What follows belongs to an exercise in optimizing a design on an open flow for small area, a short achievable clock period and few clock cycles; a production flow would make more cautious choices.
In this exercise RTL edits were held to simulation tests only and were not proved equivalent to the original.
Power is estimated from default activity; no workload was simulated.

<file path="flow/design.v">
package cpu_pkg;
    typedef enum logic [4:0] {
        OP_ADD  = 5'd0,  OP_SUB = 5'd1,  OP_CMP = 5'd5,  OP_AND = 5'd6,  OP_OR  = 5'd7,
        OP_NOT  = 5'd8,  OP_MOV = 5'd9,  OP_LSL = 5'd10, OP_LSR = 5'd11, OP_ASR = 5'd12,
        OP_NOP  = 5'd13, OP_LD  = 5'd14, OP_ST  = 5'd15, OP_BEQ = 5'd16, OP_BGT = 5'd17,
        OP_B    = 5'd18, OP_CALL = 5'd19, OP_RET = 5'd20
    } opcode_e;
    localparam int OP_LO  = 27;
    localparam int I_BIT  = 26;
    localparam int RD_LO  = 22;
    localparam int RS1_LO = 18;
    localparam int RS2_LO = 14;
    function automatic logic isLegal(input logic [4:0] op);
        isLegal = op <= 5'd20 && !(op >= 5'd2 && op <= 5'd4);
    endfunction
endpackage
module dp_alu #(
    parameter int DATA_W = 32
) (
    input  logic [DATA_W-1:0] A,
    input  logic [DATA_W-1:0] B,
    input  logic              fSub,    
    input  logic              fArith,  
    input  logic              fAnd,
    input  logic              fOr,
    input  logic              fNot,
    input  logic              fMov,
    input  logic              fLsl,
    input  logic              fShr,    
    input  logic              fAsr,
    output logic [DATA_W-1:0] result,
    output logic              E,       
    output logic              GT       
);
    localparam int SH_W = $clog2(DATA_W);
    logic [SH_W-1:0]   sh;
    logic [DATA_W-1:0] sum, shIn, shOut, shRev;
    logic [DATA_W:0]   sumx;
    logic              fillBit;
    assign sh = B[SH_W-1:0];
    assign sumx = {A, 1'b1} + {B ^ {DATA_W{fSub}}, fSub};
    assign sum = sumx[DATA_W:1];
    assign E = A == B;
    assign GT = $signed(A) > $signed(B);
    always_comb
        for (int i = 0; i < DATA_W; i++) begin
            shIn[i] = fLsl ? A[DATA_W-1-i] : A[i];
            shRev[i] = shOut[DATA_W-1-i];
        end
    assign fillBit = fAsr & A[DATA_W-1];
    assign shOut = DATA_W'($signed({fillBit, shIn}) >>> sh);
    always_comb
        result = ({DATA_W{fArith}} & sum)
               | ({DATA_W{fAnd}}   & (A & B))
               | ({DATA_W{fOr}}    & (A | B))
               | ({DATA_W{fNot}}   & ~B)
               | ({DATA_W{fMov}}   & B)
               | ({DATA_W{fLsl}}   & shRev)
               | ({DATA_W{fShr}}   & shOut);
endmodule
module multicycle_datapath #(
    parameter int DATA_W  = 32,
    parameter int NREG    = 16,
    parameter int IADDR_W = 10,
    parameter int DADDR_W = 10
) (
    input  logic               clk,
    input  logic               rst,
    output logic               imem_req,
    output logic [IADDR_W-1:0] imem_addr,
    input  logic               imem_ack,
    input  logic [31:0]        imem_rdata,
    output logic               dmem_req,
    output logic               dmem_we,
    output logic [DADDR_W-1:0] dmem_addr,
    output logic [DATA_W-1:0]  dmem_wdata,
    input  logic               dmem_ack,
    input  logic [DATA_W-1:0]  dmem_rdata,
    output logic [31:0]        pc,
    output logic               halted,
    output logic               err
);
    localparam int RI_W = $clog2(NREG);
    localparam logic [RI_W-1:0] RA = 4'd15;    
    logic [31:0]       fpc;                  
    logic              rstQ, stopF;
    logic              irV, irCall;
    logic [31:0]       ir;                   
    logic              xV, xWe, xLd, xSt, xCmp, xSub, xArith, xAnd, xOr, xNot, xMov, xLsl, xShr, xAsr;
    logic [RI_W-1:0]   xRd;
    logic [DATA_W-1:0] xA, xB;               
    logic [DADDR_W-1:0] xAddr;             
    logic              flagE, flagGt;
    logic [DATA_W-1:0] regs [NREG];
    logic [NREG-1:0]   rv;                   
    logic [DATA_W-1:0] aluRes, xRes;
    logic              stallX, xE, xGt;
    dp_alu #(.DATA_W(DATA_W)) uAlu (
        .A(xA), .B(xB), .fSub(xSub), .fArith(xArith), .fAnd(xAnd), .fOr(xOr), .fNot(xNot),
        .fMov(xMov), .fLsl(xLsl), .fShr(xShr), .fAsr(xAsr), .result(aluRes), .E(xE), .GT(xGt)
    );
    assign xRes = xLd ? dmem_rdata : aluRes;
    assign stallX = xV && (xLd || xSt) && !dmem_ack;
    assign dmem_req = xV && (xLd || xSt);
    assign dmem_we = xSt;
    assign dmem_addr = xAddr;
    assign dmem_wdata = xB;
    always_ff @(posedge clk)
        if (xV && xWe) regs[xRd] <= xRes;
    always_ff @(posedge clk)
        if (rst) rv <= '0;
        else if (xV && xWe) rv[xRd] <= 1'b1;
    always_ff @(posedge clk)
        if (rst) begin
            flagE <= 1'b0;
            flagGt <= 1'b0;
        end else if (xV && xCmp) begin
            flagE <= xE;
            flagGt <= xGt;
        end
    logic [4:0]        dOp;
    logic [RI_W-1:0]   dRd, dRs1, dRbIdx;
    logic              dI, dSt, dLd, dCmp, dWe, dAdv, dHaz, dGo;
    logic [DADDR_W+1:0] dAddr;
    logic [DATA_W-1:0] rA, rB, opA, opBr, immx;
    logic [15:0]       imm16;
    logic              fill;
    assign dOp = ir[cpu_pkg::OP_LO +: 5];
    assign dI = ir[cpu_pkg::I_BIT];
    assign dRd = irCall ? RA : ir[cpu_pkg::RD_LO +: RI_W];
    assign dRs1 = ir[cpu_pkg::RS1_LO +: RI_W];
    assign dSt = !irCall && dOp == cpu_pkg::OP_ST;
    assign dLd = !irCall && dOp == cpu_pkg::OP_LD;
    assign dCmp = !irCall && dOp == cpu_pkg::OP_CMP;
    assign dWe = irCall || !(dOp == cpu_pkg::OP_CMP || dOp == cpu_pkg::OP_ST);
    assign dRbIdx = dSt ? ir[cpu_pkg::RD_LO +: RI_W] : ir[cpu_pkg::RS2_LO +: RI_W];
    logic [NREG-1:0] selA, selB;
    always_comb begin
        rA = '0;
        rB = '0;
        for (int i = 0; i < NREG; i++) begin
            selA[i] = rv[i] && dRs1 == RI_W'(i);
            selB[i] = rv[i] && dRbIdx == RI_W'(i);
            rA = rA | (regs[i] & {DATA_W{selA[i]}});
            rB = rB | (regs[i] & {DATA_W{selB[i]}});
        end
    end
    assign opA = xV && xWe && xRd == dRs1 ? xRes : rA;
    assign opBr = xV && xWe && xRd == dRbIdx ? xRes : rB;
    assign imm16 = ir[15:0];
    assign fill = ir[17:16] == 2'b00 ? imm16[15] : ir[17:16] == 2'b10;
    assign immx = ir[17:16] == 2'b11 ? DATA_W'({imm16, 16'h0000}) : {{(DATA_W-16){fill}}, imm16};
    assign dAddr = rA[DADDR_W+1:0] + (dI ? immx[DADDR_W+1:0] : rB[DADDR_W+1:0]);
    assign dHaz = (dLd || dSt) && xV && xWe && (xRd == dRs1 || (!dI && xRd == dRbIdx));
    assign dAdv = !stallX;
    assign dGo = dAdv && !dHaz;
    always_ff @(posedge clk)
        if (rst) xV <= 1'b0;
        else if (dAdv) xV <= irV && !dHaz;
    always_ff @(posedge clk)
        if (dAdv) begin
            xA <= opA;
            xB <= irCall ? ir : dI && !dSt ? immx : opBr;
            xAddr <= dAddr[DADDR_W+1:2];
            xRd <= dRd;
            xWe <= dWe;
            xLd <= dLd;
            xSt <= dSt;
            xCmp <= dCmp;
            xSub <= !irCall && (dOp == cpu_pkg::OP_SUB || dOp == cpu_pkg::OP_CMP);
            xArith <= !irCall && (dOp == cpu_pkg::OP_ADD || dOp == cpu_pkg::OP_SUB);
            xAnd <= !irCall && dOp == cpu_pkg::OP_AND;
            xOr <= !irCall && dOp == cpu_pkg::OP_OR;
            xNot <= !irCall && dOp == cpu_pkg::OP_NOT;
            xMov <= irCall || dOp == cpu_pkg::OP_MOV;
            xLsl <= !irCall && dOp == cpu_pkg::OP_LSL;
            xShr <= !irCall && (dOp == cpu_pkg::OP_LSR || dOp == cpu_pkg::OP_ASR);
            xAsr <= !irCall && dOp == cpu_pkg::OP_ASR;
        end
    logic [4:0]  fOp;
    logic        fLegal, fB, fCond, fCall, fRet, fNop, fPush, fTaken, fBlock, fConsume, irFree;
    logic        effE, effGt, dWrRa, xWrRa;
    logic [31:0] fpc4, ftgt, ra;
    logic        fPredict, fPredT, resolveNow, mispred, redirect;
    logic        pend, pendBgt, pendPredT, kill;    
    logic [31:0] altPc;                             
    logic        farPend;                           
    logic [16:0] farHi;
    assign fOp = imem_rdata[cpu_pkg::OP_LO +: 5];
    assign fLegal = cpu_pkg::isLegal(fOp);
    assign fB = fOp == cpu_pkg::OP_B;
    assign fCond = fOp == cpu_pkg::OP_BEQ || fOp == cpu_pkg::OP_BGT;
    assign fCall = fOp == cpu_pkg::OP_CALL;
    assign fRet = fOp == cpu_pkg::OP_RET;
    assign fNop = fOp == cpu_pkg::OP_NOP;
    assign fPush = fLegal && !(fB || fCond || fRet || fNop);
    logic [IADDR_W:0] fLoSum;
    logic [19:0]      fpcHi, hiP1, hiM1, tHi;
    logic             offHiZ, offHiO, fFar;
    assign fpc4 = fpc + 32'd4;
    assign fLoSum = {1'b0, fpc[IADDR_W+1:2]} + {1'b0, imem_rdata[IADDR_W-1:0]};
    assign fpcHi = fpc[31:12];
    assign hiP1 = fpcHi + 20'd1;
    assign hiM1 = fpcHi - 20'd1;
    assign offHiZ = imem_rdata[26:10] == '0;
    assign offHiO = imem_rdata[26:10] == '1;
    assign fFar = !offHiZ && !offHiO;
    assign tHi = offHiO ? (fLoSum[IADDR_W] ? fpcHi : hiM1) : (fLoSum[IADDR_W] ? hiP1 : fpcHi);
    assign ftgt = {tHi, fLoSum[IADDR_W-1:0], fpc[1:0]};
    assign effE = xV && xCmp ? xE : flagE;
    assign effGt = xV && xCmp ? xGt : flagGt;
    assign fTaken = fB || fCall || (fOp == cpu_pkg::OP_BEQ && effE) || (fOp == cpu_pkg::OP_BGT && effGt);
    assign dWrRa = irV && dWe && dRd == RA;
    assign xWrRa = xV && xWe && xRd == RA;
    assign ra = rv[15] ? regs[15] : '0;
    assign fPredict = fCond && irV && dCmp && !fFar;
    assign fPredT = imem_rdata[26];
    assign resolveNow = pend && xV && xCmp;
    assign mispred = resolveNow && ((pendBgt ? xGt : xE) != pendPredT);
    assign redirect = (mispred || kill) && imem_ack;
    assign irFree = !irV || dGo;
    assign fBlock = (fPush && !irFree) || (fRet && (dWrRa || xWrRa)) || (pend && !resolveNow) || mispred || kill
                  || farPend || (fCond && irV && dCmp && fFar);
    assign fConsume = imem_req && imem_ack && !fBlock;
    assign imem_req = !rstQ && !stopF;
    assign imem_addr = fpc[IADDR_W+1:2];
    always_ff @(posedge clk) rstQ <= rst;
    always_ff @(posedge clk)
        if (rst) begin
            fpc <= '0;
            stopF <= 1'b0;
        end else if (redirect)
            fpc <= altPc;
        else if (farPend)
            fpc[31:12] <= fpcHi + {{3{farHi[16]}}, farHi};
        else if (fConsume) begin
            if (!fLegal) stopF <= 1'b1;
            else fpc <= fRet ? ra : fPredict ? (fPredT ? ftgt : fpc4) : fTaken ? ftgt : fpc4;
        end
    always_ff @(posedge clk)
        if (rst) farPend <= 1'b0;
        else farPend <= fConsume && fLegal && !fRet && !fPredict && fTaken && fFar;
    always_ff @(posedge clk) farHi <= imem_rdata[26:10];
    always_ff @(posedge clk)
        if (rst) begin
            pend <= 1'b0;
            kill <= 1'b0;
        end else begin
            if (resolveNow) pend <= 1'b0;
            else if (fConsume && fPredict) pend <= 1'b1;
            if (redirect) kill <= 1'b0;
            else if (mispred) kill <= 1'b1;
        end
    always_ff @(posedge clk)
        if (fConsume && fPredict) begin
            pendBgt <= fOp == cpu_pkg::OP_BGT;
            pendPredT <= fPredT;
            altPc <= fPredT ? fpc4 : ftgt;
        end
    always_ff @(posedge clk)
        if (rst) irV <= 1'b0;
        else if (irFree) irV <= fConsume && fPush;
    always_ff @(posedge clk)
        if (irFree) begin
            ir <= fCall ? fpc4 : imem_rdata;
            irCall <= fCall;
        end
    assign pc = fpc;
    assign halted = stopF && !irV && !xV;
    assign err = halted;
endmodule
</file>
<file path="flow/flow/run.sh">
#!/bin/bash
set -euo pipefail
cd "$(dirname "$0")/.."
bash standard.sh \
  "SETUP_SLACK_MARGIN=7" \
  "BUFFER_PORTS_ARGS=-buffer_cell sky130_fd_sc_hd__buf_4" \
  finish > flow.log 2>&1
</file>
<file path="flow/standard.sh">
#!/bin/bash
# synth_recipe.tcl (not shown) runs the flow's synth.tcl, then flattens the netlist and writes it again
# the make line also repeats each setting of config.mk as NAME=value (left out here)
make -C /OpenROAD-flow-scripts/flow DESIGN_CONFIG=/design/flow/config.mk WORK_HOME=/design/flow/orfs CLKGATE_MAP_FILE= SYNTH_SCRIPT=/design/flow/synth_recipe.tcl "${@:-finish}"
</file>
<file path="flow/config.mk">
export PLATFORM = sky130hd
export DESIGN_NAME = multicycle_datapath
export DESIGN_NICKNAME = multicycle_datapath
export VERILOG_FILES = /design/flow/design.v
export SDC_FILE = /design/flow/constraint.sdc
export NUM_CORES = 4
export LEC_CHECK = 0
export CAP_MARGIN = 20
export CORE_MARGIN = 2
export CORE_UTILIZATION = 50
export SLEW_MARGIN = 20
</file>
<file path="flow/constraint.sdc">
create_clock -name core_clock -period 10.0 [get_ports {clk}]
set_input_delay 2.0000 -clock core_clock [delete_from_list [all_inputs] [get_ports {clk}]]
set_output_delay 2.0000 -clock core_clock [all_outputs]
set_load 0.01 [all_outputs]
</file>
==> out/results.env, run 1 <==
FMAX_MHz=229
CTS-ROOT-BUF='clkbuf_16'
GRT_START_MAX_NET_PINS=70
BUFFER_PORTS.INSERTED=156
TOTALNEGATIVESETUPSLACK_NS=0
NUMPLACEDINSTANCES=5119
CELLLEAKAGEPOWER_nW=22.8
SYNTH_TOP_AREA_CELL='edfxtp_1'
DETAILED_PLACE.AREA_UM2=46300
WORST-SLEW-PIN-TRANSITION_NS=1.01
SETUP.WORST_PATH.END_CLASS='register'
GLOBALROUTETOTALUTIL_PCT=46.0
MIN_PATH_TYPE='register to register'
INITIAL_UTILIZATION_PCT=50.7
SYN-INSTANCE-COUNT=4011
RSZ0062_AT_GRT='true'
MAPPEDNETLISTAREA_UM2=43300
SYNTH_FF_TYPE='edfxtp_1'
P_TOTAL_mW=7.89
POWER.IR.VDD_WORST_mV=0.135
GRT_REMAINING_OVERFLOW=0
DRT_PRE_ANTENNA_ITERS=7
CTS_TREE='yes'
AREA_DELTA_SYNTH_FINAL_PCT=39.1
TIMING_WORST_SETUP_PATH_TYPE='register to register'
TIMING.SLEW.HEADROOM_PCT=32.6
DESIGN.CORE.AREA_UM2=85400
FIRST_GLOBAL_VIAS=40000
RUN_STATUS='finished clean'
DETAIL_ROUTE.VIAS_PER_CELL=7.33
POWER_DENSITY_OF_THE_PLACED_CELLS_nW_PER_UM2=131
ANT_NETS=0
SYNTH.NET_COUNT=4255
POSTLAYOUTCELLAREA_UM2=60200
CRIT_REQUIRED_NS=10.39
FIN_HOLD_WS_NS=0.498
YOSYS.CELL_COUNT.TOP_TYPE='edfxtp_1'
TIMING.CRITICAL_PATH.ARRIVAL_NS=4.77
ROUTE.DETAILED.WL_PER_INST_UM=36.3
TRITONCTS_NUM_SINKS=744
PRECTSSETUPSLACK_NS=4.57
CTS-HTREE-LEVELS=3
FINISH.UTILIZATION_PCT=70.5
CTS_INSERTED_BUFFERS=82
SETUP_VIOL_COUNT_FINAL=0
LAYOUT.NETS=4938
WIRE_LENGTH_OF_THE_FIRST_GLOBAL_ROUTING_PASS_MM=295
MAX-CAP-VIOLATIONS=0
PATH_CLK_SLEW_NS=0.06
DETAILED_PLACE_HPWL_MM=122
WORST_SKEW_PAIR.LATE_LATENCY_NS=0.67
SYNTH-EDFF-COUNT=670
SYNTHESIS.AREA_PER_INSTANCE_UM2=10.8
YOSYSTOPAREACELLSHARE_PCT=46.5
SYNTHTOPCELLSBYCOUNT='670 x edfxtp_1, 299 x nand2_1, 264 x nor2_1, 227 x clkbuf_1, 203 x a22oi_1'
CLK_PATH_BUF_DEPTH=3
POST_LAYOUT_NONFILLER_INSTANCES=5915
ANTENNA_VIOLATIONS_BEFORE_REPAIR=23
DIE_H_UM=298
FINALHOLDVIOLATIONS=0
FINAL.SETUP.WORST_SLACK_NS=5.62
TOTAL_DIE_AREA_UM2=88900
FIN_CRIT_SH_PCT=43.8
SYNTHDISTINCTLIBCELLS=97
SYNTH_SEQUENTIAL_AREA_RATIO_PCT=49.9
NUMBER_OF_MAX_SLEW_VIOLATIONS_IN_THE_FINAL_REPORT=0
DRT_DRC_VIOLATIONS_LEFT=0
FLOORPLAN.IO_PINS=157
POSTSYNTHREGISTERBITS=744
SYNTH_AREA_LEADERS='edfxtp_1 46%, ha_1 5.0%, a22oi_1 3.5%'
FLOORPLAN.ROWS=107
FINAL.MIN_CLOCK_PERIOD_NS=4.38
ROUTE.VIAS.TOTAL=43300
WORST_CLOCK_SKEW_NS=0.0362
DIE_WIDTH_UM=298
DRT_ITER0_MARKERS=8335
PATH_MAX_FANOUT=7
YOSYSWARNINGS=2
SETUP.WORST_PATH.START_CLASS='register'
DETAIL_ROUTE.WIRELENGTH_MM=215
POSTSYNTH.ASYNCRESETSHARE_PCT=0
FINAL_LAYOUT_SIZE_SUFFIX_GT1_SHARE_PCT=35.8
FINAL_WEIGHTED_CONGESTION_IN_ROUTABILITY_DRIVEN_PLACEMENT=1.02
[cells by family (layout without fill, tap and decap cells)]
| logic type | count (synthesis) | in the layout | synth area share (%) |
|---|---|---|---|
| flops | 744 | 744 | 49.9 |
| mux | 146 | 146 | 4.54 |
| buf+inv | 440 | 1188 | 3.99 |
| xor+xnor | 138 | 138 | 2.79 |
| other cells | 0 | 10 | 0 |
| simple gates | 1078 | 1080 | 12.1 |
| compound gates | 1289 | 1289 | 21.6 |
| fa+ha+maj | 176 | 176 | 5.12 |
[placed cells by master, fill, tap and decap left out, types with 37 or more instances in the layout]
master and instances:
a21oi_1 125, a21oi_2 42, a221oi_1 149, a22o_1 152, a22oi_1 200, and3_1 49, buf_12 71, buf_4 475
buf_6 269, clkbuf_16 84, dfxtp_1 39, edfxtp_1 670, ha_1 147, inv_1 126, mux2i_1 57, mux4_2 37
nand2_1 283, nand3_1 106, nand4_1 73, nor2_1 207, nor3_1 54, o21ai_0 101, o21ai_1 39, o21ai_2 38
xnor2_1 49, xor2_1 61
[report_power, final]
group	leakage [nW]	total, mW	internal (mW)	switching (mW)
Sequential	7.10	3.51	3.45	0.0635
Clock	1.35	3.16	1.83	1.33
Combinational	14.4	1.22	0.538	0.684
Total	22.8	7.89	5.81	2.08
[flip-flops by register name, indices dropped and copies added (netlist names), 4 cells and up]
register  flops
ir           32
xAddr        10
regs        512
altPc        32
farHi        17
fpc          32
xB           32
xRd           4
rv           16
xA           32
[final timing paths]
kind	start	endpoint	slack [ns]	depth (start not counted)
worst max-delay path	irCall	xAddr[7]	5.62	20
worst min-delay path	flagE	flagE	0.50	2
worst max register to register	irCall	xAddr[7]	5.62	20
worst min register to register	flagE	flagE	0.50	2
[area by class of cell]
cell class | count | area (µm²)
diodes | 10 | 25.0
flip-flops and latches | 744 | 21700
inverters | 156 | 684
repair inverters | 4 | 28.8
clock inverters | 46 | 529
well taps | 1144 | 1430
clock buffers | 105 | 2240
multi-input cells | 2829 | 24100
fillers | 6041 | 25200
repair buffers | 877 | 9490
[metal layers]
metal	up-vias	part of all wire, %	wire length, µm	GRT usage, %
met1	20800	34	73400	59.2
met5	-	0.064	138	0
met3	1116	16	33800	16.1
met2	4313	41	88400	65.6
met4	22	8.8	18900	30.2
li1	17100	-	-	-
[worst max-delay path: stages, from the launching register on]
cell,delay [ns]
edfxtp_1,0.43
buf_12,0.16
nor4bb_4,0.26
buf_6,0.19
nand2_2,0.12
buf_4,0.17
nor2_1,0.26
o21a_2,0.21
buf_12,0.13
buf_4,0.24
a22oi_1,0.10
nand3_1,0.16
nor2_4,0.08
o21ai_1,0.15
ha_2,0.32
and3_1,0.21
a211oi_2,0.34
nor2b_1,0.11
a21o_1,0.20
a211oi_2,0.18
nor2_1,0.07
[what timing repair did]
item,CTS,global route
cloned,48,4
buffers inserted,435,148
endpoints found under the setup margin,844,774
gates resized for setup,863,315
hold buffers,0,0
pin swaps,221,200
hold endpoints to repair,0,0
Testbench counts, summed over its fixed seeds: cycles 17,080.
==> inputs of run 2 (changes only) <==
--- a/flow/design.v
+++ b/flow/design.v
@@ -51,6 +51,6 @@
     assign shOut = DATA_W'($signed({fillBit, shIn}) >>> sh);
     always_comb
-        result = ({DATA_W{fArith}} & sum)
-               | ({DATA_W{fAnd}}   & (A & B))
+        result = fArith ? sum :
+                 ({DATA_W{fAnd}}   & (A & B))
                | ({DATA_W{fOr}}    & (A | B))
                | ({DATA_W{fNot}}   & ~B)
@@ -87,4 +87,5 @@
     logic              irV, irCall;
     logic [31:0]       ir;                   
+    logic [RI_W-1:0]   irRb;                 
     logic              xV, xWe, xLd, xSt, xCmp, xSub, xArith, xAnd, xOr, xNot, xMov, xLsl, xShr, xAsr;
     logic [RI_W-1:0]   xRd;
@@ -92,6 +93,5 @@
     logic [DADDR_W-1:0] xAddr;             
     logic              flagE, flagGt;
-    logic [DATA_W-1:0] regs [NREG];
-    logic [NREG-1:0]   rv;                   
+    logic [NREG-1:0][DATA_W-1:0] regs;
     logic [DATA_W-1:0] aluRes, xRes;
     logic              stallX, xE, xGt;
@@ -106,9 +106,12 @@
     assign dmem_addr = xAddr;
     assign dmem_wdata = xB;
-    always_ff @(posedge clk)
-        if (xV && xWe) regs[xRd] <= xRes;
-    always_ff @(posedge clk)
-        if (rst) rv <= '0;
-        else if (xV && xWe) rv[xRd] <= 1'b1;
+    logic [DATA_W-1:0] wData;
+    logic [NREG-1:0]   wEn;
+    assign wData = rst ? '0 : xRes;
+    always_comb
+        for (int i = 0; i < NREG; i++) wEn[i] = rst || (xV && xWe && xRd == RI_W'(i));
+    always_ff @(posedge clk)
+        for (int i = 0; i < NREG; i++)
+            if (wEn[i]) regs[i] <= wData;
     always_ff @(posedge clk)
         if (rst) begin
@@ -134,5 +137,5 @@
     assign dCmp = !irCall && dOp == cpu_pkg::OP_CMP;
     assign dWe = irCall || !(dOp == cpu_pkg::OP_CMP || dOp == cpu_pkg::OP_ST);
-    assign dRbIdx = dSt ? ir[cpu_pkg::RD_LO +: RI_W] : ir[cpu_pkg::RS2_LO +: RI_W];
+    assign dRbIdx = irRb;
     logic [NREG-1:0] selA, selB;
     always_comb begin
@@ -140,6 +143,6 @@
         rB = '0;
         for (int i = 0; i < NREG; i++) begin
-            selA[i] = rv[i] && dRs1 == RI_W'(i);
-            selB[i] = rv[i] && dRbIdx == RI_W'(i);
+            selA[i] = dRs1 == RI_W'(i);
+            selB[i] = dRbIdx == RI_W'(i);
             rA = rA | (regs[i] & {DATA_W{selA[i]}});
             rB = rB | (regs[i] & {DATA_W{selB[i]}});
@@ -213,5 +216,5 @@
     assign dWrRa = irV && dWe && dRd == RA;
     assign xWrRa = xV && xWe && xRd == RA;
-    assign ra = rv[15] ? regs[15] : '0;
+    assign ra = regs[15];
     assign fPredict = fCond && irV && dCmp && !fFar;
     assign fPredT = imem_rdata[26];
@@ -264,4 +267,5 @@
         if (irFree) begin
             ir <= fCall ? fpc4 : imem_rdata;
+            irRb <= fOp == cpu_pkg::OP_ST ? imem_rdata[cpu_pkg::RD_LO +: RI_W] : imem_rdata[cpu_pkg::RS2_LO +: RI_W];
             irCall <= fCall;
         end
==> flow/flow/run.sh (replaced) <==
#!/bin/bash
# Layout: the standard ORFS flow, with changes only to how the layout is optimised:
set -euo pipefail
cd "$(dirname "$0")/.."
bash standard.sh \
  "SETUP_SLACK_MARGIN=7" \
  "TNS_END_PERCENT=0" \
  "BUFFER_PORTS_ARGS=-buffer_cell sky130_fd_sc_hd__buf_4" \
  finish > flow.log 2>&1
==> run 2 against run 1 <==
  * Still clean on timing, DRC and antenna
  * Sequential power rose by 13%
  * Wire length fell by 13%
  * Register-to-register slack improved by 0.04 ns
  * Setup slack improved by 0.044 ns
  * Clock skew rose by 0.019 ns
  * First-iteration DRC count fell by 29%
  * Synthesized area fell by 2.0%
  * Highest routed layer unchanged
==> out/results.env, run 2 <==
RUN_STATUS='finished clean'
FIRST_GLOBAL_VIAS=35600  # -11%
FINALHOLDVIOLATIONS=0  # unchanged
FINAL.SETUP.WORST_SLACK_NS=5.67  # +0.0443 ns
CTS_TREE='yes'
YOSYSTOPAREACELLSHARE_PCT=47.7  # +1.3 points
LAYOUT.CELLS.MOST_COMMON='edfxtp_1'
CTS-ROOT-BUF='clkbuf_16'
SYNTH_SEQUENTIAL_AREA_RATIO_PCT=50.5  # +0.57 points
SETUP.WORST_PATH.START_CLASS='register'
MAX-CAP-VIOLATIONS=0  # unchanged
SYN-INSTANCE-COUNT=3820  # -4.8%
SYNTHESIS.AREA_PER_INSTANCE_UM2=11.1  # +2.9%
MOSTFREQUENTLAYOUTCELLS='674 x edfxtp_1, 333 x buf_4, 220 x nand2_1'
ANT_NETS=0  # unchanged
P_TOTAL_mW=9.08  # +15%
ANTENNA_VIOLATIONS_BEFORE_REPAIR=12  # -48%
PATH_MAX_FANOUT=20  # +13
FLOORPLAN.ROWS=106  # -0.93%
CRIT_REQUIRED_NS=10.35  # -0.04 ns
SYNTH-EDFF-COUNT=674  # +0.60%
SETUP_VIOL_COUNT_FINAL=0  # unchanged
INITIAL_UTILIZATION_PCT=50.6  # -0.089 points
FINAL_LAYOUT_SIZE_SUFFIX_GT1_SHARE_PCT=18.5  # -17 points
PRECTSSETUPSLACK_NS=4.08  # -0.491 ns
ROUTE.DETAILED.WL_PER_INST_UM=36.0  # -0.88%
TOTAL_DIE_AREA_UM2=87100  # -2.0%
POWER.IR.VDD_WORST_mV=0.173  # +28%
WORST_CLOCK_SKEW_NS=0.0554  # +0.0192 ns
POSTSYNTHREGISTERBITS=732  # -1.6%
YOSYS.CELL_COUNT.TOP_TYPE='edfxtp_1'
WORST-SLEW-PIN-TRANSITION_NS=1.30  # +0.285 ns
FLOORPLAN.IO_PINS=157  # unchanged
FMAX_MHz=231  # +1.0%
DESIGN.CORE.AREA_UM2=83800  # -1.9%
GRT_START_MAX_NET_PINS=69  # -1.4%
FINAL.MIN_CLOCK_PERIOD_NS=4.33  # -0.0443 ns
RSZ0062_AT_GRT='true'
SYNTH.NET_COUNT=4059  # -4.6%
NUMBER_OF_MAX_SLEW_VIOLATIONS_IN_THE_FINAL_REPORT=0  # unchanged
CTS_INSERTED_BUFFERS=79  # -3.7%
TIMING.SLEW.HEADROOM_PCT=13.6  # -19 points
BUFFER_PORTS.INSERTED=156  # unchanged
SYNTHTOPCELLSBYCOUNT='674 x edfxtp_1, 249 x nor2_1, 224 x clkbuf_1, 223 x nand2_1, 207 x a22oi_1'
FINAL_WEIGHTED_CONGESTION_IN_ROUTABILITY_DRIVEN_PLACEMENT=0.978  # -4.1%
TOTALNEGATIVESETUPSLACK_NS=0  # unchanged
TRITONCTS_NUM_SINKS=732  # -1.6%
DRT_DRC_VIOLATIONS_LEFT=0  # unchanged
WIRE_LENGTH_OF_THE_FIRST_GLOBAL_ROUTING_PASS_MM=260  # -12%
ROUTE.VIAS.TOTAL=38000  # -12%
GRT_REMAINING_OVERFLOW=0  # unchanged
LAYOUT.NETS=4218  # -15%
WORST_PATH_MAX_DELAY_CELL='or4_1'
DIE_WIDTH_UM=295  # -1.0%
TIMING.CRITICAL_PATH.CELLS='inv_1, ha_1, or4_1, nor4_4, buf_4, nand4b_4, and4b_1, a311oi_4, inv_2, nor2_1, nand2_1, nor2_4, buf_12'
SYNTHDISTINCTLIBCELLS=102  # +5.2%
MAPPEDNETLISTAREA_UM2=42400  # -2.0%
CTS_HOLD_BUF=0  # unchanged
PATH_CLK_SLEW_NS=0.07  # about the same
WORST_SKEW_PAIR.LATE_LATENCY_NS=0.67  # about the same
SETUP.WORST_PATH.END_CLASS='register'
DRT_PRE_ANTENNA_ITERS=9  # +2
CTS-HTREE-LEVELS=3  # unchanged
SYNTH_FF_TYPE='edfxtp_1'
TIMING.CRITICAL_PATH.ARRIVAL_NS=4.69  # -0.08 ns
FIN_CRIT_SH_PCT=43.3  # -0.44 points
YOSYSWARNINGS=2  # unchanged
DETAIL_ROUTE.WIRELENGTH_MM=187  # -13%
DETAIL_ROUTE.VIAS_PER_CELL=7.33  # about the same
DRT_ITER0_MARKERS=5892  # -29%
DIE_H_UM=295  # -1.0%
MIN_PATH_TYPE='register to register'
AREA_DELTA_SYNTH_FINAL_PCT=16.3
POWER_DENSITY_OF_THE_PLACED_CELLS_nW_PER_UM2=184  # +41%
MAX_REG_FLOPS=512  # unchanged
TIMING_WORST_SETUP_PATH_TYPE='register to register'
MAX_FLOP_REGISTER='regs'
DETAILED_PLACE_HPWL_MM=120  # -2.1%
POSTSYNTH.ASYNCRESETSHARE_PCT=0  # unchanged
GLOBALROUTETOTALUTIL_PCT=41.8  # -4.2 points
SYNTH_TOP_AREA_CELL='edfxtp_1'
CELLLEAKAGEPOWER_nW=18.3  # -20%
NFILLCELLS=6989  # +16%
SYNTH_AREA_LEADERS='edfxtp_1 48%, ha_1 5.0%, a22oi_1 3.7%'
SLOWEST_DELAY_NS=0.64  # +0.21 ns
CLK_PATH_BUF_DEPTH=3  # unchanged
==> run 2: cell types whose count changed in the layout (fill, tap and decap cells not counted), moves of 29 or more <==
cell / delta
buf_6: -255
buf_4: -142
buf_12: -63
nand2_1: -63
o21ai_0: +60
a21oi_1: +41
o21ai_2: -36
dfxtp_4: -33
o21ai_1: -32
a21oi_2: -30
a31oi_1: +29
and3_1: -29
mux2_2: +29
mux2i_1: +29
==> run 2: metal layers <==
layer  share of wire, %  up-vias  routed length [µm]  global-route usage [%]
li1                   -    15400                   -                       -
met5             0.0048        -                   9                       0
met3                 13      719               25000                    11.4
met1                 37    18600               68600                    55.1
met2                 43     3247               80600                    62.1
met4                6.6        2               12400                    24.1
==> run 2: cell type report <==
| cell class | count | area [µm²] | area share, % |
|---|---|---|---|
| well taps | 1134 | 1420 | 2.88 |
| flip-flops and latches | 732 | 21400 | 43.4 |
| inverters | 131 | 499 | 1.01 |
| diodes | 9 | 22.5 | 0.0457 |
| clock buffers | 100 | 2130 | 4.32 |
| clock inverters | 47 | 587 | 1.19 |
| multi-input cells | 2673 | 20300 | 41.2 |
| repair buffers | 362 | 2920 | 5.93 |
==> run 2: logic make-up after synthesis <==
logic type                 after synthesis  share of synthesized area (%)
AOI/OAI and AO/OA                     1248                           21.5
xor gates and xnor gates               153                           3.16
adders and majority gates              171                           5.08
buffers and inverters                  416                           3.90
DFF                                    732                           50.5
muxes                                  163                           5.04
and+or+nand+nor                        937                           10.8
==> run 2: path summary, 6_finish.rpt <==
kind	startpoint	to	slack, ns	cells after the start
worst min register to register	flagGt	flagGt	0.48	2
worst max register to register	xB[12]	altPc[9]	5.67	13
worst max-delay path	xB[12]	altPc[9]	5.67	13
worst min-delay path	flagGt	flagGt	0.48	2
==> run 2: timing repair <==
action / in CTS / in global routing
gates cloned: 1 / 0
pin swaps: 20 / 29
setup endpoints to repair: 1397 / 1413
gates resized for setup: 81 / 103
buffers inserted: 48 / 62
==> run 2: worst max-delay path: cells and delay by family (launching register included) <==
kind            cells  cell delay [ns]
fa+ha+maj           1             0.33
simple gates        7             1.99
flops               1             0.51
compound gates      1             0.46
buf+inv             4             0.72
==> run 2: per-stage QoR <==
stage	instances	area (µm²)	utilization, %	hold slack, ns
finish	5188	49300	58.8	0.476
global route	5180	49300	58.8	0.513
CTS	5117	48400	57.7	0.474
detailed placement	4921	44900	53.6	0.465
global placement	4920	44900	53.6	0.447
floorplan	3820	42400	-	0.433
==> run 2: where the power goes <==
part	switching, mW	internal [mW]
registers	0.298	3.65
logic	1.34	0.754
clock network	1.30	1.74
Testbench counts of run 2, summed over its fixed seeds: cycles 17,080.
==> inputs of run 3 (changes only) <==
--- a/flow/design.v
+++ b/flow/design.v
@@ -37,10 +37,11 @@
     logic [DATA_W-1:0] sum, shIn, shOut, shRev;
     logic [DATA_W:0]   sumx;
-    logic              fillBit;
+    logic              fillBit, ovf;
     assign sh = B[SH_W-1:0];
     assign sumx = {A, 1'b1} + {B ^ {DATA_W{fSub}}, fSub};
     assign sum = sumx[DATA_W:1];
-    assign E = A == B;
-    assign GT = $signed(A) > $signed(B);
+    assign ovf = (A[DATA_W-1] != B[DATA_W-1]) && (sum[DATA_W-1] != A[DATA_W-1]);
+    assign E = sum == '0;
+    assign GT = !E && (sum[DATA_W-1] == ovf);
     always_comb
         for (int i = 0; i < DATA_W; i++) begin
@@ -86,4 +87,5 @@
     logic              rstQ, stopF;
     logic              irV, irCall;
+    logic              irSpec, resolveOk;    
     logic [31:0]       ir;                   
     logic [RI_W-1:0]   irRb;                 
@@ -157,8 +159,8 @@
     assign dHaz = (dLd || dSt) && xV && xWe && (xRd == dRs1 || (!dI && xRd == dRbIdx));
     assign dAdv = !stallX;
-    assign dGo = dAdv && !dHaz;
+    assign dGo = dAdv && !dHaz && !(irSpec && !resolveOk);
     always_ff @(posedge clk)
         if (rst) xV <= 1'b0;
-        else if (dAdv) xV <= irV && !dHaz;
+        else if (dAdv) xV <= irV && !dHaz && !(irSpec && !resolveOk);
     always_ff @(posedge clk)
         if (dAdv) begin
@@ -181,13 +183,16 @@
             xAsr <= !irCall && dOp == cpu_pkg::OP_ASR;
         end
-    logic [4:0]  fOp;
-    logic        fLegal, fB, fCond, fCall, fRet, fNop, fPush, fTaken, fBlock, fConsume, irFree;
-    logic        effE, effGt, dWrRa, xWrRa;
-    logic [31:0] fpc4, ftgt, ra;
-    logic        fPredict, fPredT, resolveNow, mispred, redirect;
-    logic        pend, pendBgt, pendPredT, kill;    
-    logic [31:0] altPc;                             
-    logic        farPend;                           
-    logic [16:0] farHi;
+    logic [4:0]       fOp;
+    logic             fLegal, fB, fCond, fCall, fRet, fNop, fPush, fBr, fSpecOk, fBlock, fConsume, irFree;
+    logic             fUnres, fPredict, fPredT, fTaken, fJump, dWrRa, xWrRa;
+    logic [31:0]      fpc4, ftgt, ra;
+    logic [IADDR_W:0] fLoSum;
+    logic             fCross;
+    logic             pend, pendBgt, pendPredT, altFix, kill;
+    logic [1:0]       pStage;                     
+    logic             mispred, redirect;
+    logic [31:0]      altPc;                      
+    logic             fixPend, fixC;
+    logic [16:0]      fixHi;
     assign fOp = imem_rdata[cpu_pkg::OP_LO +: 5];
     assign fLegal = cpu_pkg::isLegal(fOp);
@@ -197,32 +202,26 @@
     assign fRet = fOp == cpu_pkg::OP_RET;
     assign fNop = fOp == cpu_pkg::OP_NOP;
+    assign fBr = fB || fCond || fCall;
     assign fPush = fLegal && !(fB || fCond || fRet || fNop);
-    logic [IADDR_W:0] fLoSum;
-    logic [19:0]      fpcHi, hiP1, hiM1, tHi;
-    logic             offHiZ, offHiO, fFar;
+    assign fSpecOk = (fPush && !fCall) || fNop;   
     assign fpc4 = fpc + 32'd4;
     assign fLoSum = {1'b0, fpc[IADDR_W+1:2]} + {1'b0, imem_rdata[IADDR_W-1:0]};
-    assign fpcHi = fpc[31:12];
-    assign hiP1 = fpcHi + 20'd1;
-    assign hiM1 = fpcHi - 20'd1;
-    assign offHiZ = imem_rdata[26:10] == '0;
-    assign offHiO = imem_rdata[26:10] == '1;
-    assign fFar = !offHiZ && !offHiO;
-    assign tHi = offHiO ? (fLoSum[IADDR_W] ? fpcHi : hiM1) : (fLoSum[IADDR_W] ? hiP1 : fpcHi);
-    assign ftgt = {tHi, fLoSum[IADDR_W-1:0], fpc[1:0]};
-    assign effE = xV && xCmp ? xE : flagE;
-    assign effGt = xV && xCmp ? xGt : flagGt;
-    assign fTaken = fB || fCall || (fOp == cpu_pkg::OP_BEQ && effE) || (fOp == cpu_pkg::OP_BGT && effGt);
+    assign fCross = !((imem_rdata[26:10] == '0 && !fLoSum[IADDR_W]) || (imem_rdata[26:10] == '1 && fLoSum[IADDR_W]));
+    assign ftgt = {fpc[31:12], fLoSum[IADDR_W-1:0], fpc[1:0]};
+    assign fUnres = (irV && dCmp) || (xV && xCmp);
+    assign fPredict = fCond && fUnres;
+    assign fPredT = imem_rdata[26];
+    assign fTaken = fB || fCall || (fOp == cpu_pkg::OP_BEQ && flagE) || (fOp == cpu_pkg::OP_BGT && flagGt);
+    assign fJump = fPredict ? fPredT : fTaken;
     assign dWrRa = irV && dWe && dRd == RA;
     assign xWrRa = xV && xWe && xRd == RA;
     assign ra = regs[15];
-    assign fPredict = fCond && irV && dCmp && !fFar;
-    assign fPredT = imem_rdata[26];
-    assign resolveNow = pend && xV && xCmp;
-    assign mispred = resolveNow && ((pendBgt ? xGt : xE) != pendPredT);
+    assign mispred = pend && pStage == 2'd2 && ((pendBgt ? flagGt : flagE) != pendPredT);
+    assign resolveOk = pend && pStage == 2'd2 && !mispred;
     assign redirect = (mispred || kill) && imem_ack;
     assign irFree = !irV || dGo;
-    assign fBlock = (fPush && !irFree) || (fRet && (dWrRa || xWrRa)) || (pend && !resolveNow) || mispred || kill
-                  || farPend || (fCond && irV && dCmp && fFar);
+    assign fBlock = (fPush && !irFree) || (fRet && (dWrRa || xWrRa))
+                  || (pend && pStage == 2'd0) || (pend && pStage == 2'd1 && !fSpecOk)
+                  || mispred || kill || fixPend;
     assign fConsume = imem_req && imem_ack && !fBlock;
     assign imem_req = !rstQ && !stopF;
@@ -235,14 +234,20 @@
         end else if (redirect)
             fpc <= altPc;
-        else if (farPend)
-            fpc[31:12] <= fpcHi + {{3{farHi[16]}}, farHi};
+        else if (fixPend)
+            fpc[31:12] <= fpc[31:12] + {{3{fixHi[16]}}, fixHi} + 20'(fixC);
         else if (fConsume) begin
             if (!fLegal) stopF <= 1'b1;
-            else fpc <= fRet ? ra : fPredict ? (fPredT ? ftgt : fpc4) : fTaken ? ftgt : fpc4;
-        end
-    always_ff @(posedge clk)
-        if (rst) farPend <= 1'b0;
-        else farPend <= fConsume && fLegal && !fRet && !fPredict && fTaken && fFar;
-    always_ff @(posedge clk) farHi <= imem_rdata[26:10];
+            else if (fRet) fpc <= ra;
+            else if (fBr && fJump) fpc <= ftgt;
+            else fpc <= fpc4;
+        end
+    always_ff @(posedge clk)
+        if (rst) fixPend <= 1'b0;
+        else fixPend <= (fConsume && fBr && fJump && fCross) || (redirect && altFix);
+    always_ff @(posedge clk)
+        if (fConsume && fBr) begin
+            fixHi <= imem_rdata[26:10];
+            fixC <= fLoSum[IADDR_W];
+        end
     always_ff @(posedge clk)
         if (rst) begin
@@ -250,8 +255,10 @@
             kill <= 1'b0;
         end else begin
-            if (resolveNow) pend <= 1'b0;
-            else if (fConsume && fPredict) pend <= 1'b1;
-            if (redirect) kill <= 1'b0;
-            else if (mispred) kill <= 1'b1;
+            if (!pend || pStage == 2'd2) begin
+                pend <= fConsume && fPredict;
+                pStage <= irV && dCmp ? (dGo ? 2'd1 : 2'd0) : 2'd2;
+            end else if (pStage == 2'd1 || dGo)
+                pStage <= pStage + 2'd1;
+            kill <= (mispred || kill) && !imem_ack;
         end
     always_ff @(posedge clk)
@@ -260,8 +267,15 @@
             pendPredT <= fPredT;
             altPc <= fPredT ? fpc4 : ftgt;
-        end
-    always_ff @(posedge clk)
-        if (rst) irV <= 1'b0;
-        else if (irFree) irV <= fConsume && fPush;
+            altFix <= !fPredT && fCross;
+        end
+    always_ff @(posedge clk)
+        if (rst || (mispred && irSpec)) begin
+            irV <= 1'b0;
+            irSpec <= 1'b0;
+        end else if (irFree) begin
+            irV <= fConsume && fPush;
+            irSpec <= fConsume && fPush && pend && pStage == 2'd1;
+        end else if (resolveOk)
+            irSpec <= 1'b0;
     always_ff @(posedge clk)
         if (irFree) begin
==> flow/flow/run.sh (replaced) <==
#!/bin/bash
# Layout: the standard ORFS flow, with changes only to how the layout is optimised:
set -euo pipefail
cd "$(dirname "$0")/.."
bash standard.sh \
  "SETUP_SLACK_MARGIN=9" \
  "TNS_END_PERCENT=0" \
  "BUFFER_PORTS_ARGS=-buffer_cell sky130_fd_sc_hd__buf_2" \
  finish > flow.log 2>&1
==> run 3 against run 2 <==
  * Highest routed layer unchanged
  * Largest power group unchanged
  * Clock skew increased by 0.014 ns
  * Global-route usage is 0.080 points higher
  * Via count down 5.6%
  * Register-to-register slack better by 0.18 ns
==> out/results.env, run 3 <==
FINALHOLDVIOLATIONS=0  # unchanged
SYNTHDISTINCTLIBCELLS=96  # -5.9%
TOTALNEGATIVESETUPSLACK_NS=0  # unchanged
YOSYSWARNINGS=2  # unchanged
SETUP.WORST_PATH.END_CLASS='register'
ANT_NETS=0  # unchanged
WORST_SKEW_PAIR.LATE_LATENCY_NS=0.69  # +0.02 ns
DETAILED_PLACE_HPWL_MM=117  # -2.7%
LAYOUT.NETS=3819  # -9.5%
POWER.IR.VDD_WORST_mV=0.195  # +13%
SETUP_VIOL_COUNT_FINAL=0  # unchanged
FIN_CRIT_SH_PCT=41.6  # -1.8 points
PATH_MAX_FANOUT=25  # +25%
NFILLCELLS=6740  # -3.6%
WORST-SLEW-PIN-TRANSITION_NS=1.18  # -0.120 ns
YOSYSTOPAREACELLSHARE_PCT=51.2  # +3.5 points
NUMBER_OF_MAX_SLEW_VIOLATIONS_IN_THE_FINAL_REPORT=0  # unchanged
TIMING_WORST_SETUP_PATH_TYPE='register to register'
CLK_PATH_BUF_DEPTH=3  # unchanged
MIN_PATH_TYPE='register to register'
DESIGN.CORE.AREA_UM2=80700  # -3.7%
TIMING.SLEW.HEADROOM_PCT=21.6  # +8.0 points
FLOORPLAN.IO_PINS=157  # unchanged
DIE_H_UM=290  # -1.9%
DIE_WIDTH_UM=290  # -1.9%
HIGHEST-SIGNAL-LAYER='met5'
FINAL_LAYOUT_SIZE_SUFFIX_GT1_SHARE_PCT=17.8  # -0.71 points
CRIT_REQUIRED_NS=10.37  # +0.02 ns
FINAL_WEIGHTED_CONGESTION_IN_ROUTABILITY_DRIVEN_PLACEMENT=0.998  # +2.0%
GRT_REMAINING_OVERFLOW=0  # unchanged
CTS-HTREE-LEVELS=3  # unchanged
MET1WIRELENGTH_MM=64.2  # -6.4%
SYNTH-EDFF-COUNT=695  # +3.1%
FLOORPLAN.ROWS=104  # -1.9%
ROUTE.VIAS.TOTAL=35900  # -5.6%
FINAL.MIN_CLOCK_PERIOD_NS=4.16  # -0.176 ns
RUN_STATUS='finished clean'
DR_WL_MET2_MM=76.9  # -4.7%
CTS_TREE='yes'
POSTLAYOUTCELLAREA_UM2=46600  # -5.5%
CTS-ROOT-BUF='clkbuf_16'
SYNTH.NET_COUNT=3726  # -8.2%
PATH_CLK_SLEW_NS=0.07  # about the same
POST_LAYOUT_NONFILLER_INSTANCES=4796  # -7.6%
WIRE_LENGTH_OF_THE_FIRST_GLOBAL_ROUTING_PASS_MM=248  # -4.6%
MAPPEDNETLISTAREA_UM2=40800  # -3.9%
RSZ0062_AT_GRT='true'
FMAX_MHz=241  # +4.2%
TRITONCTS_NUM_SINKS=737  # +0.68%
DETAILED_PLACE.AREA_UM2=42900  # -4.4%
SYN-INSTANCE-COUNT=3580  # -6.3%
MAX_FLOP_REGISTER='regs'
POSTSYNTHREGISTERBITS=737  # +0.68%
CTS_INSERTED_BUFFERS=80  # +1.3%
SYNTHESIS.AREA_PER_INSTANCE_UM2=11.4  # +2.6%
BUFFER_PORTS.INSERTED=156  # unchanged
WORST_CLOCK_SKEW_NS=0.0697  # +0.0143 ns
MULTI_INPUT_AREA_UM2=18600  # -8.4%
MOSTFREQUENTLAYOUTCELLS='695 x edfxtp_1, 241 x nand2_1, 191 x a22oi_1'
POSTSYNTH.ASYNCRESETSHARE_PCT=0  # unchanged
DRT_PRE_ANTENNA_ITERS=6  # -3
NUMPLACEDINSTANCES=4615  # -6.2%
SYNTH_FF_TYPE='edfxtp_1'
GRT_START_MAX_NET_PINS=77  # +12%
ROUTE.DETAILED.WL_PER_INST_UM=37.3  # +3.7%
SETUP.WORST_PATH.START_CLASS='register'
FIRST_GLOBAL_VIAS=33700  # -5.3%
FINISH.UTILIZATION_PCT=57.7  # -1.1 points
MAX-CAP-VIOLATIONS=0  # unchanged
SYNTH_TOP_AREA_CELL='edfxtp_1'
DRT_DRC_VIOLATIONS_LEFT=0  # unchanged
GLOBALROUTETOTALUTIL_PCT=41.9  # +0.080 points
SYNTHTOPCELLSBYCOUNT='695 x edfxtp_1, 245 x nand2_1, 231 x nor2_1, 216 x clkbuf_1, 192 x a21oi_1'
MET3WIRELENGTH_MM=25.3  # +1.4%
YOSYS.CELL_COUNT.TOP_TYPE='edfxtp_1'
CELLLEAKAGEPOWER_nW=16.9  # -7.4%
SYNTH_AREA_LEADERS='edfxtp_1 51%, a22oi_1 3.5%, a221oi_1 3.5%'
TIMING.CRITICAL_PATH.ARRIVAL_NS=4.52  # -0.17 ns
DETAIL_ROUTE.VIAS_PER_CELL=7.49  # +2.1%
POWER_DENSITY_OF_THE_PLACED_CELLS_nW_PER_UM2=203  # +10%
SEQUENTIAL_CELL_AREA_UM2=21700  # +1.4%
TOTAL_DIE_AREA_UM2=83800  # -3.8%
DRT_ITER0_MARKERS=6065  # +2.9%
CTS_HOLD_BUF=0  # unchanged
SYNTH_SEQUENTIAL_AREA_RATIO_PCT=53.3  # +2.8 points
DETAIL_ROUTE.WIRELENGTH_MM=179  # -4.1%
ANTENNA_VIOLATIONS_BEFORE_REPAIR=12  # unchanged
MAX_REG_FLOPS=512  # unchanged
LAYOUT.CELLS.MOST_COMMON='edfxtp_1'
INITIAL_UTILIZATION_PCT=50.5  # -0.063 points
P_TOTAL_mW=9.46  # +4.1%
AREA_DELTA_SYNTH_FINAL_PCT=14.3
## run 3: critical path, cell delays in order, from the launching register on
cell,delay (ns)
edfxtp_1,0.52
buf_4,0.23
nand2_2,0.13
nor2_2,0.53
buf_4,0.62
a22o_1,0.24
a221oi_1,0.05
nand4_1,0.36
ha_1,0.35
and3_1,0.19
a21oi_1,0.17
nand3b_1,0.14
a21oi_1,0.19
xnor2_1,0.09
## run 3: worst paths after layout
path | start | end | slack [ns] | depth (start not counted)
max | ir[21] | xAddr[8] | 5.84 | 13
min reg2reg | irSpec | irV | 0.49 | 1
max reg2reg | ir[21] | xAddr[8] | 5.84 | 13
min | irSpec | irV | 0.49 | 1
## run 3: metal layers
metal  GRT usage (%)  up-vias
met5               0        -
met4            24.2       14
li1                -    14500
met2            62.2     3086
met3            13.0      728
met1            54.4    17600
## run 3: power by group
part | switching, mW | internal [mW]
clock | 1.29 | 1.74
combinational | 1.46 | 0.769
sequential | 0.387 | 3.80
## run 3: what timing repair did
action,CTS,global route
pin swaps,11,13
setup endpoints to repair,1519,1519
endpoints found under the hold margin,0,0
gates resized for setup,109,46
buffers inserted,30,5
gates cloned,1,0
## run 3: layout make-up
type / count / area share, %
sequential: 737 / 46.6
multi-input combinational: 2488 / 40.0
clock buffer: 98 / 4.49
timing repair buffer: 291 / 4.15
tap: 1060 / 2.85
clock inverter: 45 / 1.30
inverter: 74 / 0.615
timing repair inverter: 1 / 0.0161
antenna: 2 / 0.0107
## run 3: cells by family after synthesis
logic type                 count (synthesis)  share of synthesized area [%]
buffers and inverters                    355                           3.56
xor gates and xnor gates                 143                           3.11
DFF                                      737                           53.3
adders and majority gates                 78                           2.45
muxes                                    130                           4.99
AOI/OAI and AO/OA                       1203                           21.5
and+or+nand+nor                          934                           11.1
## run 3: metrics by stage
step	hold WS, ns	setup slack, ns
5_1_grt	0.504	5.79
3_3_place_gp	0.456	4.68
4_1_cts	0.487	5.94
2_1_floorplan	0.435	5.39
3_5_place_dp	0.475	4.83
6_report	0.494	5.84
Testbench counts of run 3, summed over its fixed seeds: cycles 17,542.
==> inputs of run 4 (changes only) <==
--- a/flow/design.v
+++ b/flow/design.v
@@ -20,4 +20,5 @@
     input  logic [DATA_W-1:0] A,
     input  logic [DATA_W-1:0] B,
+    input  logic [$clog2(DATA_W)-1:0] Sh,   
     input  logic              fSub,    
     input  logic              fArith,  
@@ -38,5 +39,5 @@
     logic [DATA_W:0]   sumx;
     logic              fillBit, ovf;
-    assign sh = B[SH_W-1:0];
+    assign sh = Sh;
     assign sumx = {A, 1'b1} + {B ^ {DATA_W{fSub}}, fSub};
     assign sum = sumx[DATA_W:1];
@@ -85,5 +86,5 @@
     localparam logic [RI_W-1:0] RA = 4'd15;    
     logic [31:0]       fpc;                  
-    logic              rstQ, stopF;
+    logic              rstQ, stopF;         
     logic              irV, irCall;
     logic              irSpec, resolveOk;    
@@ -93,4 +94,5 @@
     logic [RI_W-1:0]   xRd;
     logic [DATA_W-1:0] xA, xB;               
+    logic [4:0]        xSh;                  
     logic [DADDR_W-1:0] xAddr;             
     logic              flagE, flagGt;
@@ -99,5 +101,5 @@
     logic              stallX, xE, xGt;
     dp_alu #(.DATA_W(DATA_W)) uAlu (
-        .A(xA), .B(xB), .fSub(xSub), .fArith(xArith), .fAnd(xAnd), .fOr(xOr), .fNot(xNot),
+        .A(xA), .B(xB), .Sh(xSh), .fSub(xSub), .fArith(xArith), .fAnd(xAnd), .fOr(xOr), .fNot(xNot),
         .fMov(xMov), .fLsl(xLsl), .fShr(xShr), .fAsr(xAsr), .result(aluRes), .E(xE), .GT(xGt)
     );
@@ -110,7 +112,7 @@
     logic [DATA_W-1:0] wData;
     logic [NREG-1:0]   wEn;
-    assign wData = rst ? '0 : xRes;
+    assign wData = rstQ ? '0 : xRes;
     always_comb
-        for (int i = 0; i < NREG; i++) wEn[i] = rst || (xV && xWe && xRd == RI_W'(i));
+        for (int i = 0; i < NREG; i++) wEn[i] = rstQ || (xV && xWe && xRd == RI_W'(i));
     always_ff @(posedge clk)
         for (int i = 0; i < NREG; i++)
@@ -128,5 +130,5 @@
     logic              dI, dSt, dLd, dCmp, dWe, dAdv, dHaz, dGo;
     logic [DADDR_W+1:0] dAddr;
-    logic [DATA_W-1:0] rA, rB, opA, opBr, immx;
+    logic [DATA_W-1:0] rA, rB, opA, opBr, immx, dB;
     logic [15:0]       imm16;
     logic              fill;
@@ -163,8 +165,12 @@
         if (rst) xV <= 1'b0;
         else if (dAdv) xV <= irV && !dHaz && !(irSpec && !resolveOk);
+    assign dB = irCall ? ir : dI && !dSt ? immx : opBr;
+    always_ff @(posedge clk) begin
+        xA <= opA;
+        xSh <= dB[4:0];
+    end
     always_ff @(posedge clk)
         if (dAdv) begin
-            xA <= opA;
-            xB <= irCall ? ir : dI && !dSt ? immx : opBr;
+            xB <= dB;
             xAddr <= dAddr[DADDR_W+1:2];
             xRd <= dRd;
==> run 4 against run 3 <==
  * Clock skew decreased by 0.025 ns
  * Register-to-register slack improved by 0.097 ns
  * First-iteration DRC count increased by 11%
  * Via count increased by 3.5%
  * Synthesized area decreased by 0.76%
  * Largest power group unchanged
  * Sequential share of layout area decreased by 1.4 points
  * Critical endpoint is now xB[14]
  * Critical path depth decreased by 2
==> out/results.env, run 4 <==
MAIN_COMBINATIONAL_CELL_FAMILY_BY_AREA_AFTER_SYNTHESIS='compound AO/OA/AOI/OAI gates'
TIMING.SLEW.HEADROOM_PCT=16.7  # -4.9 points
DETAIL_ROUTE.WIRELENGTH_MM=192  # +7.1%
MAX_FLOP_REGISTER='regs'
PRECTSSETUPSLACK_NS=4.90  # +0.0778 ns
SYNTH_TOP_AREA_CELL='edfxtp_1'
NUMBER_OF_MAX_SLEW_VIOLATIONS_IN_THE_FINAL_REPORT=0  # unchanged
R2R_SLACK_NS=5.94  # +0.10 ns
ROUTE.DETAILED.WL_PER_INST_UM=39.0  # +4.4%
CLK_PATH_BUF_DEPTH=3  # unchanged
MULTI_INPUT_AREA_UM2=19000  # +2.2%
WORST_CLOCK_SKEW_NS=0.0444  # -0.0253 ns
TOTAL_DIE_AREA_UM2=83200  # -0.75%
CRITPATHBUFINV=1  # -1
FINAL.SETUP.WORST_SLACK_NS=5.94  # +0.0967 ns
POWER_DENSITY_OF_THE_PLACED_CELLS_nW_PER_UM2=205  # +1.2%
SYNTH_FF_TYPE='edfxtp_1'
BUFFER_PORTS.INSERTED=156  # unchanged
WIRE_LENGTH_OF_THE_FIRST_GLOBAL_ROUTING_PASS_MM=263  # +5.8%
MAPPEDNETLISTAREA_UM2=40400  # -0.76%
LAYOUT.CELLS.MOST_COMMON='edfxtp_1'
CTS-ROOT-BUF='clkbuf_16'
REG2REG_DEPTH=11  # -2
CTS_INSERTED_BUFFERS=80  # unchanged
FMAX_MHz=246  # +2.4%
SETUP_VIOL_COUNT_FINAL=0  # unchanged
ANT_NETS=0  # unchanged
CRITPATHTOPFAMILY='compound AO/OA/AOI/OAI gates'
SYNTHESIS.AREA_PER_INSTANCE_UM2=11.1  # -2.1%
SYNTH.NET_COUNT=3774  # +1.3%
CRIT_REQUIRED_NS=10.47  # +0.10 ns
SYNTH_ADDER_AREA_SHARE_PCT=2.47  # +0.019 points
SYNTHESIZED_AREA_FRACTION_OCCUPIED_BY_XOR_AND_XNOR_CELLS_PCT=3.18  # +0.076 points
TOTALNEGATIVESETUPSLACK_NS=0  # unchanged
HOLDPATHEND='altPc[1]'
FIRST_GLOBAL_VIAS=34900  # +3.5%
SYNTHDISTINCTLIBCELLS=85  # -11%
TRITONCTS_NUM_SINKS=742  # +0.68%
PATH_COMMON_CELL='a21oi_1'
POSTSYNTHREGISTERBITS=742  # +0.68%
CELLLEAKAGEPOWER_nW=17.3  # +2.4%
FLOORPLAN.IO_PINS=157  # unchanged
SYNTH_AREA_LEADERS='edfxtp_1 49%, dfxtp_1 3.9%, a221oi_1 3.9%'
WORST-SLEW-PIN-TRANSITION_NS=1.25  # +0.0740 ns
RSZ0062_AT_GRT='true'
MAX-CAP-VIOLATIONS=0  # unchanged
SYNTH_SEQUENTIAL_AREA_RATIO_PCT=53.1  # -0.14 points
GRT.BUSIEST_LAYER='met2'
SYNTHTOPCELLSBYCOUNT='663 x edfxtp_1, 286 x nor2_1, 254 x nand2_1, 220 x clkbuf_1, 189 x a21oi_1'
PATH_MAX_FANOUT=8  # -68%
HOLD_PATH_STARTPOINT='fpc[1]'
GRT_START_MAX_NET_PINS=58  # -25%
INITIAL_UTILIZATION_PCT=50.4  # -0.14 points
AREA_DELTA_SYNTH_FINAL_PCT=17.7
DETAIL_ROUTE.VIAS_PER_CELL=7.56  # +0.94%
DIE_WIDTH_UM=288  # -0.37%
MIN_PATH_TYPE='register to register'
CTS-HTREE-LEVELS=3  # unchanged
GLOBALROUTETOTALUTIL_PCT=45.0  # +3.1 points
SYNTH-EDFF-COUNT=663  # -4.6%
SYNTH.MUX.AREA_FRACTION_PCT=4.55  # -0.44 points
MAX_REG_FLOPS=512  # unchanged
DETAILED_PLACE_HPWL_MM=121  # +3.7%
SLOWEST_DELAY_NS=0.77  # +0.15 ns
POWER.IR.VDD_WORST_mV=0.166  # -15%
YOSYSWARNINGS=2  # unchanged
POSTSYNTH.ASYNCRESETSHARE_PCT=0  # unchanged
FINAL_WEIGHTED_CONGESTION_IN_ROUTABILITY_DRIVEN_PLACEMENT=1.08  # +7.8%
FIN_CRIT_SH_PCT=40.6  # -0.97 points
SETUP.WORST_PATH.END_CLASS='register'
PATH_CLK_SLEW_NS=0.07  # about the same
WORST_SKEW_PAIR.LATE_LATENCY_NS=0.66  # -0.03 ns
DIE_H_UM=288  # -0.37%
POSTLAYOUTCELLAREA_UM2=47600  # +2.1%
SYN-INSTANCE-COUNT=3628  # +1.3%
DRT_DRC_VIOLATIONS_LEFT=0  # unchanged
YOSYS.CELL_COUNT.TOP_TYPE='edfxtp_1'
SEQUENTIAL_CELL_AREA_UM2=21500  # -1.0%
LAYOUT.NETS=3931  # +2.9%
GRT_UTIL_MET1_PCT=53.4  # -0.94 points
R2R_START='xA[12]'
FINALHOLDVIOLATIONS=0  # unchanged
FLOORPLAN.ROWS=104  # unchanged
DRT_PRE_ANTENNA_ITERS=9  # +3
TIMING.CRITICAL_PATH.CELLS='mux4_2, mux2i_1, mux2_2, nor2b_1, a211oi_1, a21oi_1, o221ai_1, o211ai_1, buf_6, a21oi_1, a21o_1'
NUMBER_OF_STAGES_ON_THE_WORST_HOLD_PATH=0  # -1
YOSYSTOPAREACELLSHARE_PCT=49.2  # -2.0 points
DESIGN.CORE.AREA_UM2=80300  # -0.48%
RUN_STATUS='finished clean'
SETUP.WORST_PATH.START_CLASS='register'
GRT.MET3_USAGE_PCT=16.2  # +3.2 points
TIMING.RR.END='xB[14]'
DRT_ITER0_MARKERS=6730  # +11%
ROUTE.VIAS.TOTAL=37200  # +3.5%
NFILLCELLS=6536  # -3.0%
MOSTFREQUENTLAYOUTCELLS='663 x edfxtp_1, 244 x nand2_1, 227 x nor2_1'
TIMING.CRITICAL_PATH.ARRIVAL_NS=4.53  # about the same
DETAILED_PLACE.AREA_UM2=42600  # -0.79%
GRT_REMAINING_OVERFLOW=0  # unchanged
GROUTE.LAYER.MET2.USAGE_PCT=66.8  # +4.6 points
FINAL_LAYOUT_SIZE_SUFFIX_GT1_SHARE_PCT=20.8  # +2.9 points
YOSYS.AREA_SHARE.SIMPLE_PCT=10.8  # -0.28 points
TIMING_WORST_SETUP_PATH_TYPE='register to register'
WORST_PATH_MAX_DELAY_CELL='dfxtp_1'
ANTENNA_VIOLATIONS_BEFORE_REPAIR=12  # unchanged
FINAL.MIN_CLOCK_PERIOD_NS=4.06  # -0.0967 ns
SYNTHESIZED_AREA_FRACTION_OCCUPIED_BY_AO_OA_AOI_AND_OAI_CELLS_PCT=22.3  # +0.79 points
CTS_TREE='yes'
-- run 4: timing repair --
item | in CTS | in global routing
cloned | 9 | 2
resized for setup | 224 | 88
setup buffers | 67 | 26
setup endpoints to repair | 1492 | 1492
hold buffers | 0 | 0
endpoints found under the hold margin | 0 | 0
pin swaps | 49 | 45
-- run 4: kinds of logic (layout without fill, tap and decap cells) --
kind of cell | Yosys count | in the layout
other | 0 | 6
AOI/OAI and AO/OA | 1239 | 1239
DFF | 742 | 742
muxes | 124 | 124
buffers and inverters | 358 | 579
xor gates and xnor gates | 147 | 147
and+or+nand+nor | 940 | 944
adders and majority gates | 78 | 78
-- run 4: metal layers --
metal  part of all wire, %  vias up
met5                 0.084        -
met4                   9.5       12
met3                    14      906
met2                    43     3448
met1                    33    18000
li1                      -    14800
-- run 4: power by group --
group / switching [mW] / leakage, nW / internal (mW)
sequential: 0.427 / 7.43 / 3.79
combinational: 1.63 / 8.57 / 0.841
clock: 1.33 / 1.30 / 1.76
-- run 4: how the worst max path moves through the flow --
stage / from / to / slack (ns) / cells after the start
floorplan: imem_rdata[29] / altFix / 5.81 / 10
global placement: imem_rdata[28] / altPc[17] / 4.98 / 9
detailed placement: imem_rdata[28] / altPc[15] / 4.90 / 9
CTS: xSub / flagGt / 6.17 / 16
global route: fpc[12] / fpc[26] / 5.98 / 15
finish: xA[12] / xB[14] / 5.94 / 11
-- run 4: final cells by class --
type	instances	area share (%)
Sequential cell	742	45.2
Multi-Input combinational cell	2532	40.0
Timing Repair Buffer	350	5.65
Clock buffer	92	4.30
Tap cell	1060	2.79
Clock inverter	58	1.41
Inverter	78	0.623
Antenna cell	6	0.0316
Timing Repair inverter	1	0.0158
-- run 4: worst register-to-register path, stage by stage, from the launching register on --
cell      delay (ns)
dfxtp_1         0.77
mux4_2          0.47
mux2i_1         0.08
mux2_2          0.29
nor2b_1         0.13
a211oi_1        0.54
a21oi_1         0.16
o221ai_1        0.45
o211ai_1        0.20
buf_6           0.21
a21oi_1         0.33
a21o_1          0.27
-- run 4: per-stage QoR --
step / utilization [%] / hold WS, ns / instances / power, mW
after global placement: 53.0 / 0.495 / 4658 / 6.26
after CTS: 58.5 / 0.512 / 4885 / 9.52
after detailed placement: 53.0 / 0.494 / 4659 / 6.27
after global routing: 59.3 / 0.547 / 4915 / 9.96
after floorplan: - / 0.455 / 3628 / 5.23
final: 59.3 / 0.514 / 4919 / 9.78
Testbench counts of run 4, summed over its fixed seeds: cycles 17,542.

-- port drivers added, routing unchanged --
In the flow no input, the clock included, has a driving cell. The finished layouts below were timed again as built, in two steps.
Step 1 (the two cells are an assumption about what drives the block):
set clk [get_ports {clk}]
set_driving_cell -lib_cell sky130_fd_sc_hd__clkbuf_16 $clk
set_driving_cell -lib_cell sky130_fd_sc_hd__buf_2 [delete_from_list [all_inputs] $clk]
Step 2 times the ports against the registers' clock, not the clock port: input delays grow and output delays shrink by t, the midpoint of the rising clock arrivals with the driver on.
a / b / c = ideal ports / drivers / drivers and shift; a / b = the first two.
run | t, ns | setup slack, ns | worst hold slack (ns)
run 1 | 0.731 | 5.625 / 5.625 / 4.957 | 0.498 / 0.498 / 0.498
run 2 | 0.718 | 5.669 / 5.669 / 5.006 | 0.476 / 0.476 / 0.476
run 3 | 0.728 | 5.845 / 5.845 / 5.204 | 0.494 / 0.494 / 0.494
run 4 | 0.703 | 5.942 / 5.942 / 5.528 | 0.514 / 0.514 / 0.514
After both steps every run listed still meets setup and hold. The setup slack of run 1, which loses most, moves by 0.000 ns with the drivers and by -0.668 ns with both steps.
